Context: an optimization exercise on an open-source flow, tuned for small area and few clock cycles per item. The choices shown serve that exercise and are no tape-out recipe. In this exercise RTL edits were held to simulation tests only and were not proved equivalent to the original.

$ cat design/flow/constraint.sdc
create_clock -name core_clock -period 10.0 [get_ports {clk}]
set_input_delay 2.0000 -clock core_clock [delete_from_list [all_inputs] [get_ports {clk}]]
set_output_delay 2.0000 -clock core_clock [all_outputs]
set_load 0.01 [all_outputs]
$ cat design/flow/design.v
`timescale 1ns / 1ps
`default_nettype none
package ufd_pkg;
	localparam int unsigned FIELD_WIDTH = 32;
	localparam int unsigned QUOT_WIDTH  = 64;
	localparam int unsigned STEPS_PER_CLK = 8;
endpackage
`default_nettype wire
`timescale 1ns / 1ps
`default_nettype none
module ufd_stage (
	input  wire logic [31:0] rem_i,    
	input  wire logic        bit_i,    
	input  wire logic [31:0] den,
	output logic [31:0]      rem_o,
	output logic             q_o
);
	logic [32:0] shifted;
	logic [33:0] diff;
	always_comb begin
		shifted = {rem_i, bit_i};
		diff    = {1'b0, shifted} - {2'b00, den};
		q_o     = ~diff[33];
		rem_o   = q_o ? diff[31:0] : shifted[31:0];
	end
endmodule
`default_nettype wire
`timescale 1ns / 1ps
`timescale 1ns / 1ps
`default_nettype none
module unsigned_fractional_divider (
	input  wire logic                            clk,
	input  wire logic                            arst_n,
	input  wire logic                            in_valid,
	output logic                                 in_ready,
	input  wire logic [ufd_pkg::FIELD_WIDTH-1:0] in_dividend,
	input  wire logic [ufd_pkg::FIELD_WIDTH-1:0] in_divisor,
	output logic                                 out_valid,
	input  wire logic                            out_ready,
	output logic [ufd_pkg::QUOT_WIDTH-1:0]       out_quotient
);
	localparam int unsigned B  = ufd_pkg::STEPS_PER_CLK;
	localparam int unsigned NC = 64 / B;            
	localparam int unsigned CW = (NC >= 16) ? 5 : (NC >= 8) ? 4 : (NC >= 4) ? 3 : 2;
	logic [CW-1:0] cnt_q;      
	logic          done_q;     
	logic [31:0]   rem_q;
	logic [31:0]   den_q;
	logic [63:0]   q_q;
	logic          busy;
	logic          load;
	logic          lt;
	logic [31:0]   rem_n;
	logic [63:0]   q_n;
	assign busy         = (cnt_q != '0);
	assign in_ready     = ~busy & (~done_q | out_ready);
	assign load         = in_valid & in_ready;
	assign out_valid    = done_q;
	assign out_quotient = q_q;
	assign lt           = in_dividend < in_divisor;
	logic [31:0] r_s [B+1];
	logic [B-1:0] qb;
	assign r_s[0] = rem_q;
	for (genvar i = 0; i < B; i++) begin : g_step
		ufd_stage u_step (
			.rem_i (r_s[i]),
			.bit_i (q_q[63-i]),
			.den   (den_q),
			.rem_o (r_s[i+1]),
			.q_o   (qb[B-1-i])
		);
	end
	assign rem_n = r_s[B];
	assign q_n   = {q_q[63-B:0], qb};
	always_ff @(posedge clk or negedge arst_n) begin
		if (!arst_n) begin
			cnt_q  <= '0;
			done_q <= 1'b0;
		end else if (load) begin
			cnt_q  <= lt ? CW'(NC / 2) : CW'(NC);
			done_q <= 1'b0;
		end else if (busy) begin
			cnt_q  <= cnt_q - 1'b1;
			done_q <= (cnt_q == CW'(1));
		end else if (out_ready) begin
			done_q <= 1'b0;
		end
	end
	always_ff @(posedge clk) begin
		if (load) begin
			rem_q <= lt ? in_dividend : 32'd0;
			q_q   <= lt ? 64'd0 : {in_dividend, 32'd0};
			den_q <= in_divisor;
		end else if (busy) begin
			rem_q <= rem_n;
			q_q   <= q_n;
		end
	end
endmodule
`default_nettype wire
$ cat design/flow/run.sh
#!/bin/bash
# synth_recipe.tcl (not shown) runs the flow's synth.tcl, then flattens the netlist and writes it again
# the make line also repeats each setting of config.mk as NAME=value (left out here)
make -C /OpenROAD-flow-scripts/flow DESIGN_CONFIG=/design/flow/config.mk WORK_HOME=/design/flow/orfs CLKGATE_MAP_FILE= SYNTH_SCRIPT=/design/flow/synth_recipe.tcl finish
$ cat design/flow/config.mk
export PLATFORM = sky130hd
export DESIGN_NAME = unsigned_fractional_divider
export DESIGN_NICKNAME = unsigned_fractional_divider
export VERILOG_FILES = /design/flow/design.v
export SDC_FILE = /design/flow/constraint.sdc
export NUM_CORES = 4
export LEC_CHECK = 0
export CAP_MARGIN = 20
export CORE_MARGIN = 2
export CORE_UTILIZATION = 40
export SLEW_MARGIN = 20
==> report_table.html <==
<table>
<tr><th>Metric</th><th>Value</th></tr>
<tr><th colspan="2">Route</th></tr>
<tr><td>Met3 wirelength from detailed routing</td><td>5640 um</td></tr>
<tr><td>DRC viols</td><td>0</td></tr>
<tr><td>Iteration-0 DRC count of the detailed router</td><td>between 1500 and 2000</td></tr>
<tr><td>Initial DRT Pass Iterations</td><td>8</td></tr>
<tr><td>Post-route ant nets</td><td>0</td></tr>
<tr><td>Total wire length after detailed routing</td><td>89700 um</td></tr>
<tr><td>Total number of vias</td><td>between 20000 and 25000</td></tr>
<tr><td>Routed length per instance</td><td>between 20 and 25 um</td></tr>
<tr><td>Number of vias per cell</td><td>5.61</td></tr>
<tr><td>Routed length on met2</td><td>42600 um</td></tr>
<tr><td>Top Metal Used</td><td>met4</td></tr>
<tr><td>Post-route met1 wirelength</td><td>38400 um</td></tr>
<tr><th colspan="2">Floorplanning</th></tr>
<tr><td>Die Area</td><td>0.0550 sq mm</td></tr>
<tr><td>Initial standard-cell utilization of the core</td><td>40.5%</td></tr>
<tr><td>Die width</td><td>235 um</td></tr>
<tr><td>Core footprint</td><td>0.0526 sq mm</td></tr>
<tr><td>Top-Level Pins</td><td>134</td></tr>
<tr><td>Rows</td><td>84</td></tr>
<tr><td>Vert. Die Dim</td><td>235 um</td></tr>
<tr><th colspan="2">Run status</th></tr>
<tr><td>Layout violations</td><td>negative setup slack</td></tr>
<tr><td>Outcome</td><td>complete, but fails checks</td></tr>
<tr><th colspan="2">Final layout</th></tr>
<tr><td>Most frequent standard cell in the layout excluding fill and tap cells</td><td>sky130_fd_sc_hd__buf_4</td></tr>
<tr><td>Diode count</td><td>0</td></tr>
<tr><td>Util after Layout</td><td>64.6%</td></tr>
<tr><td>Ratio of cells with drive above 1 in the final layout</td><td>between 40% and 50%</td></tr>
<tr><td>Most used cells in the layout excluding fill and tap cells</td><td>sky130_fd_sc_hd__buf_4, sky130_fd_sc_hd__ha_1, sky130_fd_sc_hd__a21oi_1, sky130_fd_sc_hd__nand2_1, sky130_fd_sc_hd__inv_1</td></tr>
<tr><td>Final design area excluding fillers</td><td>0.0340 sq mm</td></tr>
<tr><td>Area Growth Syn to Fin</td><td>59.8%</td></tr>
<tr><td># nets final</td><td>4123</td></tr>
<tr><td>Final Instance Count excl. Fillers</td><td>4459</td></tr>
<tr><th colspan="2">STA</th></tr>
<tr><td>Final Hold Fails</td><td>0</td></tr>
<tr><td>Highest clock rate</td><td>45.1 MHz</td></tr>
<tr><td>Post-route clock period utilization</td><td>222%</td></tr>
<tr><td>Setup repair after global routing missed its margin</td><td>true</td></tr>
<tr><td>Summed negative setup slack over all endpoints</td><td>-418250 ps</td></tr>
<tr><td>Pins Over Slew Limit</td><td>0</td></tr>
<tr><td>Final setup viols</td><td>37</td></tr>
<tr><td>Minimum setup slack in the final design</td><td>-12180 ps</td></tr>
<tr><td>Time the worst path needs with I/O delays and setup</td><td>~22000 ps</td></tr>
<tr><td>Worst clock skew</td><td>10.9 ps</td></tr>
<tr><td>Slew @ Worst Pin</td><td>~1100 ps</td></tr>
<tr><td>Worst hold margin</td><td>around 520 ps</td></tr>
<tr><td>Slew HR</td><td>24.1%</td></tr>
<tr><th colspan="2">Global routing</th></tr>
<tr><td>Vias in the first global route</td><td>about 25000</td></tr>
<tr><td>Antenna violations before repair</td><td>0</td></tr>
<tr><td>Total GRT Usage</td><td>31.9%</td></tr>
<tr><td>Total overflow reported by the global router</td><td>0</td></tr>
<tr><td>Global-route wire length before repair</td><td>136000 um</td></tr>
<tr><td>Maximum number of pins on one net before global-route repair</td><td>82</td></tr>
<tr><th colspan="2">Logic synthesis</th></tr>
<tr><td>Avg Inst Size Synth</td><td>between 8 and 9 sq um</td></tr>
<tr><td>Async S/R FF share, synth</td><td>approximately 3.8%</td></tr>
<tr><td>Sequential element share of the synthesized area</td><td>18.7%</td></tr>
<tr><td>Mapped Area</td><td>0.0213 sq mm</td></tr>
<tr><td>Fraction of the mapped netlist area in adder cells</td><td>17.8%</td></tr>
<tr><td>Synth unique cells</td><td>92</td></tr>
<tr><td>Synthesized-area fraction occupied by and/or/nand/nor cells</td><td>between 10% and 20%</td></tr>
<tr><td>Net count after synthesis</td><td>2961</td></tr>
<tr><td>Number of synthesized flops with an enable pin</td><td>128</td></tr>
<tr><td>Synth Warn #</td><td>4</td></tr>
<tr><td>XOR/XNOR share of the synthesized area</td><td>roughly 8.0%</td></tr>
<tr><td>Proportion of synthesized area in mux cells</td><td>8.95%</td></tr>
<tr><td>Compound-gate portion of the synthesized area</td><td>between 20% and 30%</td></tr>
<tr><td>Flip-flop cell with the highest count after synthesis</td><td>sky130_fd_sc_hd__edfxtp_1</td></tr>
<tr><td>Synthesized instance count</td><td>between 2000 and 3000</td></tr>
<tr><td>Largest family of logic cells by synthesized area</td><td>compound AO/OA/AOI/OAI gates</td></tr>
<tr><td>Post-synthesis sequential element count</td><td>133</td></tr>
<tr><th colspan="2">Worst setup path</th></tr>
<tr><td>Maximum cell stage delay along the critical path</td><td>around 400 ps</td></tr>
<tr><td>Startpoint Class</td><td>register</td></tr>
<tr><td>Critical path class</td><td>reg2reg</td></tr>
<tr><td>Required @ worst endpoint</td><td>10170 ps</td></tr>
<tr><td>Worst EP arrival</td><td>22350 ps</td></tr>
<tr><td>Crit. Startpoint</td><td>den_q[1]$_DFFE_PP_</td></tr>
<tr><td>Slowest CP cell</td><td>sky130_fd_sc_hd__edfxtp_1</td></tr>
<tr><td>Cell mode on critical path</td><td>sky130_fd_sc_hd__buf_4</td></tr>
<tr><td>Kind of end point of the critical path</td><td>register</td></tr>
<tr><td>Maximum net fanout on the critical path</td><td>6</td></tr>
<tr><td>Reg-to-reg startpoint</td><td>den_q[1]$_DFFE_PP_</td></tr>
<tr><th colspan="2">Place</th></tr>
<tr><td>I/O Buffers</td><td>133</td></tr>
<tr><td>Area after detailed placement</td><td>0.0308 sq mm</td></tr>
<tr><td>Placed cells</td><td>roughly 4300</td></tr>
<tr><td>Worst setup slack before clock tree synthesis</td><td>-13820 ps</td></tr>
<tr><td>Routability-driven placement congestion ratio</td><td>0.972</td></tr>
<tr><td>Placed wire-length estimate</td><td>71300 um</td></tr>
<tr><th colspan="2">Clocking</th></tr>
<tr><td>Hold-fix buffers, CTS</td><td>0</td></tr>
<tr><td>CTS clk-pin slew, worst paths</td><td>70 ps</td></tr>
<tr><td>Clk buf depth</td><td>2</td></tr>
<tr><td>CTS sink count</td><td>~130</td></tr>
<tr><td>Level count of the clock H-tree</td><td>4</td></tr>
<tr><td>Clock buffers created by TritonCTS</td><td>17</td></tr>
<tr><td>TritonCTS clock tree</td><td>built</td></tr>
<tr><td>Worst-skew pair later-pin latency</td><td>~440 ps</td></tr>
<tr><td>Clk Tree Root Cell</td><td>sky130_fd_sc_hd__clkbuf_16</td></tr>
<tr><th colspan="2">Hold path</th></tr>
<tr><td>Hold Crit Class</td><td>reg2reg</td></tr>
<tr><td>Startpoint of the tightest hold check path</td><td>cnt_q[1]$_DFFE_PN0P_</td></tr>
<tr><th colspan="2">Run</th></tr>
<tr><td>MaxCap Viol Count</td><td>0</td></tr>
</table>
==> state kept, by name, summed over array words and instances (netlist names) <==
register  count
cnt_q         4
den_q        32
done_q        1
q_q          64
rem_q        32
==> final cells by class <==
class                   instances  area (sq um)
fillers                      4321         18600
multi-input cells            2227         18100
repair buffers               1213          9820
flip-flops and latches        133          3970
well taps                     688           861
inverters                     166           628
clock buffers                  17           425
clock inverters                15           163
==> worst paths after layout <==
path,to,slack [ps],cells after the start
max,rem_q[2]$_DFFE_PP_,-12180,110
min,cnt_q[1]$_DFFE_PN0P_,520,2
max reg2reg,rem_q[2]$_DFFE_PP_,-12180,110
min reg2reg,cnt_q[1]$_DFFE_PN0P_,520,2
max in group asynchronous,cnt_q[3]$_DFFE_PN0P_,8030,1
min in group asynchronous,cnt_q[2]$_DFFE_PN0P_,1780,1
==> cell families (layout without fill, tap and decap cells) <==
logic type      after synthesis  after routing
fa+ha+maj                   297            297
simple gates                714            715
buf+inv                     238           1411
flops                       133            133
mux                         174            174
compound gates              845            846
xor+xnor                    195            195
==> Yosys cell counts (all sizes together), types with 6 or more instances <==
master | n | area (sq um)
fa | 8 | 160
mux2 | 129 | 1450
nand2b | 52 | 325
buf | 32 | 234
a211oi | 29 | 223
o221ai | 11 | 96.3
nand3 | 64 | 320
o21bai | 28 | 210
a211o | 6 | 52.6
o311ai | 6 | 52.6
xnor2 | 127 | 1110
nand4 | 15 | 93.8
mux2i | 45 | 450
a31oi | 22 | 138
a31o | 9 | 78.8
xor2 | 68 | 596
o31a | 9 | 78.8
nor2 | 167 | 627
or3 | 21 | 136
nor3 | 56 | 297
clkbuf | 40 | 154
o21ai | 187 | 936
a21o | 104 | 781
nor3b | 6 | 45.0
or2 | 9 | 56.3
o211ai | 27 | 218
a21boi | 20 | 150
nor2b | 33 | 206
ha | 289 | 3620
nand2 | 202 | 758
o21a | 48 | 360
a221oi | 6 | 52.6
edfxtp | 128 | 3840
and3 | 28 | 175
o2111ai | 6 | 52.6
a21oi | 261 | 1310
and2 | 43 | 269
inv | 166 | 623
o31ai | 8 | 60.1
==> critical path, delay by kind of cell, from the launching register on <==
family                   cells  cell delay, ps
AO/OA/AOI/OAI               54           11090
multiplexers                 8            2530
buffers and inverters       26            3530
AND/OR/NAND/NOR             14            2250
flip-flops                   1             410
adder cells (fa/ha/maj)      8            1970
==> layer usage <==
metal | global-route usage, % | up-vias
met5 | 0 | -
met4 | 10.7 | 0
met3 | 4.12 | 179
met2 | 55.5 | 841
met1 | 40.5 | 12000
li1 | - | 12000
==> repair_timing <==
action	CTS	global route
setup endpoints to repair	37	37
pin swaps	77	52
gates resized for setup	226	107
hold endpoints to repair	0	0
setup buffers	101	38
gates cloned	5	0
Testbench counts, summed over its fixed seeds: cycles 58,604, items 8,000.

afterwards: timing with drivers on the ports:
No port has a modelled driver above. Below, the same layout with a new extraction and two added sets of constraints.
Step 1 (the two cells are an assumption about what drives the block):
set clk [get_ports {clk}]
set_driving_cell -lib_cell sky130_fd_sc_hd__clkbuf_16 $clk
set_driving_cell -lib_cell sky130_fd_sc_hd__buf_2 [delete_from_list [all_inputs] $clk]
Step 2 times the ports against the registers' clock, not the clock port: input delays grow and output delays shrink by t, the midpoint of the rising clock arrivals with the driver on.
Slacks: ideal ports / drivers / drivers and shift; pairs: ideal ports / drivers.
t (ns): 0.483
setup slack, ns: -12.176 / -12.176 / -12.176
worst setup path at the end: register to register
For this run, drivers alone change the setup slack by 0.000 ns; drivers and shift together by 0.000 ns.
